Source: an optimization exercise on an open RTL-to-GDS flow (aim: small area, a short achievable clock period and few clock cycles per item). Production flows keep margins and buffers that such runs may drop.
Only simulation tests tie the RTL to the original design; equivalence was not proved.
Power and IR drop assume default switching activity.

## run 1
// fra_top
module fra_top (
  input  logic        clk_i,
  input  logic        rst_ni,
  input  logic        in_valid_i,
  output logic        in_stall_o,
  input  logic [1:0]  in_op_i,
  input  logic [15:0] in_num_a_i,
  input  logic [15:0] in_den_a_i,
  input  logic [15:0] in_num_b_i,
  input  logic [15:0] in_den_b_i,
  output logic        out_valid_o,
  input  logic        out_stall_i,
  output logic [32:0] out_num_o,
  output logic [31:0] out_den_o,
  output logic        out_status_o
);
Settings: LEC_CHECK=0, CAP_MARGIN=20, CORE_MARGIN=2, CORE_UTILIZATION=40, SLEW_MARGIN=20; clock period 10.0 ns.
standard.sh (not shown) runs the stock make flow with config.mk's settings and CLKGATE_MAP_FILE= SYNTH_SCRIPT=/design/flow/synth_recipe.tcl, a recipe that flattens the netlist after the stock synthesis.
==> flow/flow/run.sh <==
#!/bin/bash
# The standard layout (standard.sh: same synthesis, floorplan, power grid,
# clock and constraints), with these layout choices passed to ORFS's make:
#  - timing repair aims at a setup margin of 5.75 ns,
#  - the repairs may swap a cell for one of another footprint,
#  - ports are buffered with sky130_fd_sc_hd__buf_1 (every port still gets
#    its buffer; the resizer may upsize it),
#  - global placement packs cells to a density of 0.75,
#  - the clock tree is built from sky130_fd_sc_hd__clkbuf_4 / _8, 20 sinks a cluster.
# ORFS's full output goes to standard.log.
set -euo pipefail
bash standard.sh SETUP_SLACK_MARGIN=5.75 MATCH_CELL_FOOTPRINT=0 PLACE_DENSITY=0.75 "CTS_BUF_LIST=sky130_fd_sc_hd__clkbuf_4 sky130_fd_sc_hd__clkbuf_8" CTS_CLUSTER_SIZE=20 \
  "BUFFER_PORTS_ARGS=-buffer_cell sky130_fd_sc_hd__buf_1" finish > standard.log 2>&1
Testbench counts of run 1, summed over its fixed seeds: cycles 81,800, items 3,200.
Edits applied to the flow inputs when going from run 1 to run 2:
==> flow/flow/run.sh <==
#!/bin/bash
# The standard layout (standard.sh: same synthesis, floorplan, power grid,
# clock and constraints), with these layout choices passed to ORFS's make:
#  - timing repair aims at a setup margin of 5.5 ns,
#  - the repairs may swap a cell for one of another footprint,
#  - ports are buffered with sky130_fd_sc_hd__buf_1 (every port still gets
#    its buffer; the resizer may upsize it),
#  - global placement packs cells to a density of 0.75,
#  - the clock tree is built from sky130_fd_sc_hd__clkbuf_8.
# ORFS's full output goes to standard.log.
set -euo pipefail
bash standard.sh SETUP_SLACK_MARGIN=5.5 MATCH_CELL_FOOTPRINT=0 PLACE_DENSITY=0.75 "CTS_BUF_LIST=sky130_fd_sc_hd__clkbuf_8" \
  "BUFFER_PORTS_ARGS=-buffer_cell sky130_fd_sc_hd__buf_1" finish > standard.log 2>&1
A top metal layer carrying routed signals of met4 is what run 1 shows, while met5 belongs to run 2. From run 1 to run 2 the numbers moved as follows: number of global-route vias before repair lower; area overhead of the layout relative to synthesis lower; register area roughly the same.
--- input diff run 2..run 3 ---
==> flow/flow/run.sh <==
#!/bin/bash
# The standard layout (standard.sh: same synthesis, floorplan, power grid,
# clock and constraints), with these layout choices passed to ORFS's make:
#  - timing repair aims at a setup margin of 5.75 ns,
#  - the repairs may swap a cell for one of another footprint,
#  - ports are buffered with sky130_fd_sc_hd__buf_1 (every port still gets
#    its buffer; the resizer may upsize it),
#  - global placement packs cells to a density of 0.75,
#  - the clock tree is built from sky130_fd_sc_hd__clkbuf_8.
# ORFS's full output goes to standard.log.
set -euo pipefail
bash standard.sh SETUP_SLACK_MARGIN=5.75 MATCH_CELL_FOOTPRINT=0 PLACE_DENSITY=0.75 "CTS_BUF_LIST=sky130_fd_sc_hd__clkbuf_8" \
  "BUFFER_PORTS_ARGS=-buffer_cell sky130_fd_sc_hd__buf_1" finish > standard.log 2>&1
Findings:
On switching power total, run 3 does better than run 2.
Run 3 vs run 2 — pin count of the biggest net entering global routing climbed by a few percent
In run 3 relative to run 2, internal power contribution had gone down slightly.
Looking at overall routing resource usage across run 3 and run 2, the one that comes out lower is run 3.
Looking at global-route wire length before repair, run 3 sits about 1.2% lower than run 2 does.
Vias: run 3 above run 2
Compared run 3 vs run 2, and buffering overhead is up in run 3.
Status: combinational share of power parity (run 2, run 3)
Number of global-route vias before repair went up slightly going from run 2 to run 3.
Between run 3 and run 2, the worst clock skew figures differ only marginally.
The inputs of run 4 differ from those of run 3 as listed below.
==> flow/flow/run.sh <==
#!/bin/bash
# The standard layout (standard.sh: same synthesis, floorplan, power grid,
# clock and constraints), with these layout choices passed to ORFS's make:
#  - timing repair aims at a setup margin of 5.5 ns,
#  - the repairs may swap a cell for one of another footprint,
#  - ports are buffered with sky130_fd_sc_hd__buf_1 (every port still gets
#    its buffer; the resizer may upsize it),
#  - global placement packs cells to a density of 0.75,
#  - the clock tree is built from sky130_fd_sc_hd__clkbuf_4 / _8, 20 sinks a cluster.
# ORFS's full output goes to standard.log.
set -euo pipefail
bash standard.sh SETUP_SLACK_MARGIN=5.5 MATCH_CELL_FOOTPRINT=0 PLACE_DENSITY=0.75 "CTS_BUF_LIST=sky130_fd_sc_hd__clkbuf_4 sky130_fd_sc_hd__clkbuf_8" CTS_CLUSTER_SIZE=20 \
  "BUFFER_PORTS_ARGS=-buffer_cell sky130_fd_sc_hd__buf_1" finish > standard.log 2>&1
## What came out
Sort run 3 and run 4 by worst setup slack for register-to-register paths, ascending, and run 4 comes first.
Going from run 3 to run 4, wire length lower, final cell count fell 19.
Compare run 3 and run 4 | number of non-clock buffers higher: run 3
Run comparison: run 4 end point of the critical path u_core.k00_q[14]$_DFF_P_; run 3 end point of the critical path in_stall_o
[run 4] longest individual stage delay on the worst path rose 0.36 ns relative to run 3
The sequential share of layout area of run 4 exceeds that of run 3 by 0.42 points.
First-pass GRT wire length on run 4 is behind run 3.
Compared with run 3, run 4 ends up with less cell area.
diff inputs: run 4 => run 5
==> flow/flow/run.sh <==
#!/bin/bash
# The standard layout (standard.sh: same synthesis, floorplan, power grid,
# clock and constraints), with three layout choices passed to ORFS's make:
#  - timing repair aims at a setup margin of 5.5 ns,
#  - the repairs may swap a cell for one of another footprint,
#  - ports are buffered with sky130_fd_sc_hd__buf_1 (every port still gets
#    its buffer; the resizer may upsize it),
#  - global placement packs cells to a density of 0.75.
# ORFS's full output goes to standard.log.
set -euo pipefail
bash standard.sh SETUP_SLACK_MARGIN=5.5 MATCH_CELL_FOOTPRINT=0 PLACE_DENSITY=0.75 \
  "BUFFER_PORTS_ARGS=-buffer_cell sky130_fd_sc_hd__buf_1" finish > standard.log 2>&1
==> summary.txt <==
- Looking at run 4 and run 5, the sequential power is a wash.
- Count of inserted antenna diode cells delta for run 5 relative to run 4: 1 higher
- Against run 4, final area in run 5 fell slightly.
- Taking run 4 as the reference, in run 5 maximum frequency went down by 1.2%, post-cts sizing count lost 9.6%.

## re-timing with driven ports
The flow's constraints put no driver on any port. The routed layouts listed below were extracted and timed again, unchanged, in two steps.
Step 1, drivers: a clkbuf_16 drives clk_i and a buf_2 each remaining input, both assumed.
Step 2 moves the port delays by t, midway between the first and last clock arrival at a register: inputs arrive t later, outputs are due t later. That takes back most of the time a late clock gives input paths.
a / b / c = ideal / step 1 / step 2; a / b = the first two.
run	t (ns)	slack for setup (ns)	cell pins on the clock port's net
run 1	0.679	5.638 / 5.596 / 5.160	1
run 2	0.690	5.536 / 5.511 / 5.101	1
run 3	0.678	5.642 / 5.600 / 5.219	1
run 4	0.686	5.524 / 5.509 / 5.100	1
run 5	0.627	5.471 / 5.471 / 5.016	1
After both steps every run listed still meets setup and hold. For run 1, which loses most, drivers alone change the setup slack by -0.042 ns; drivers and shift together by -0.478 ns.
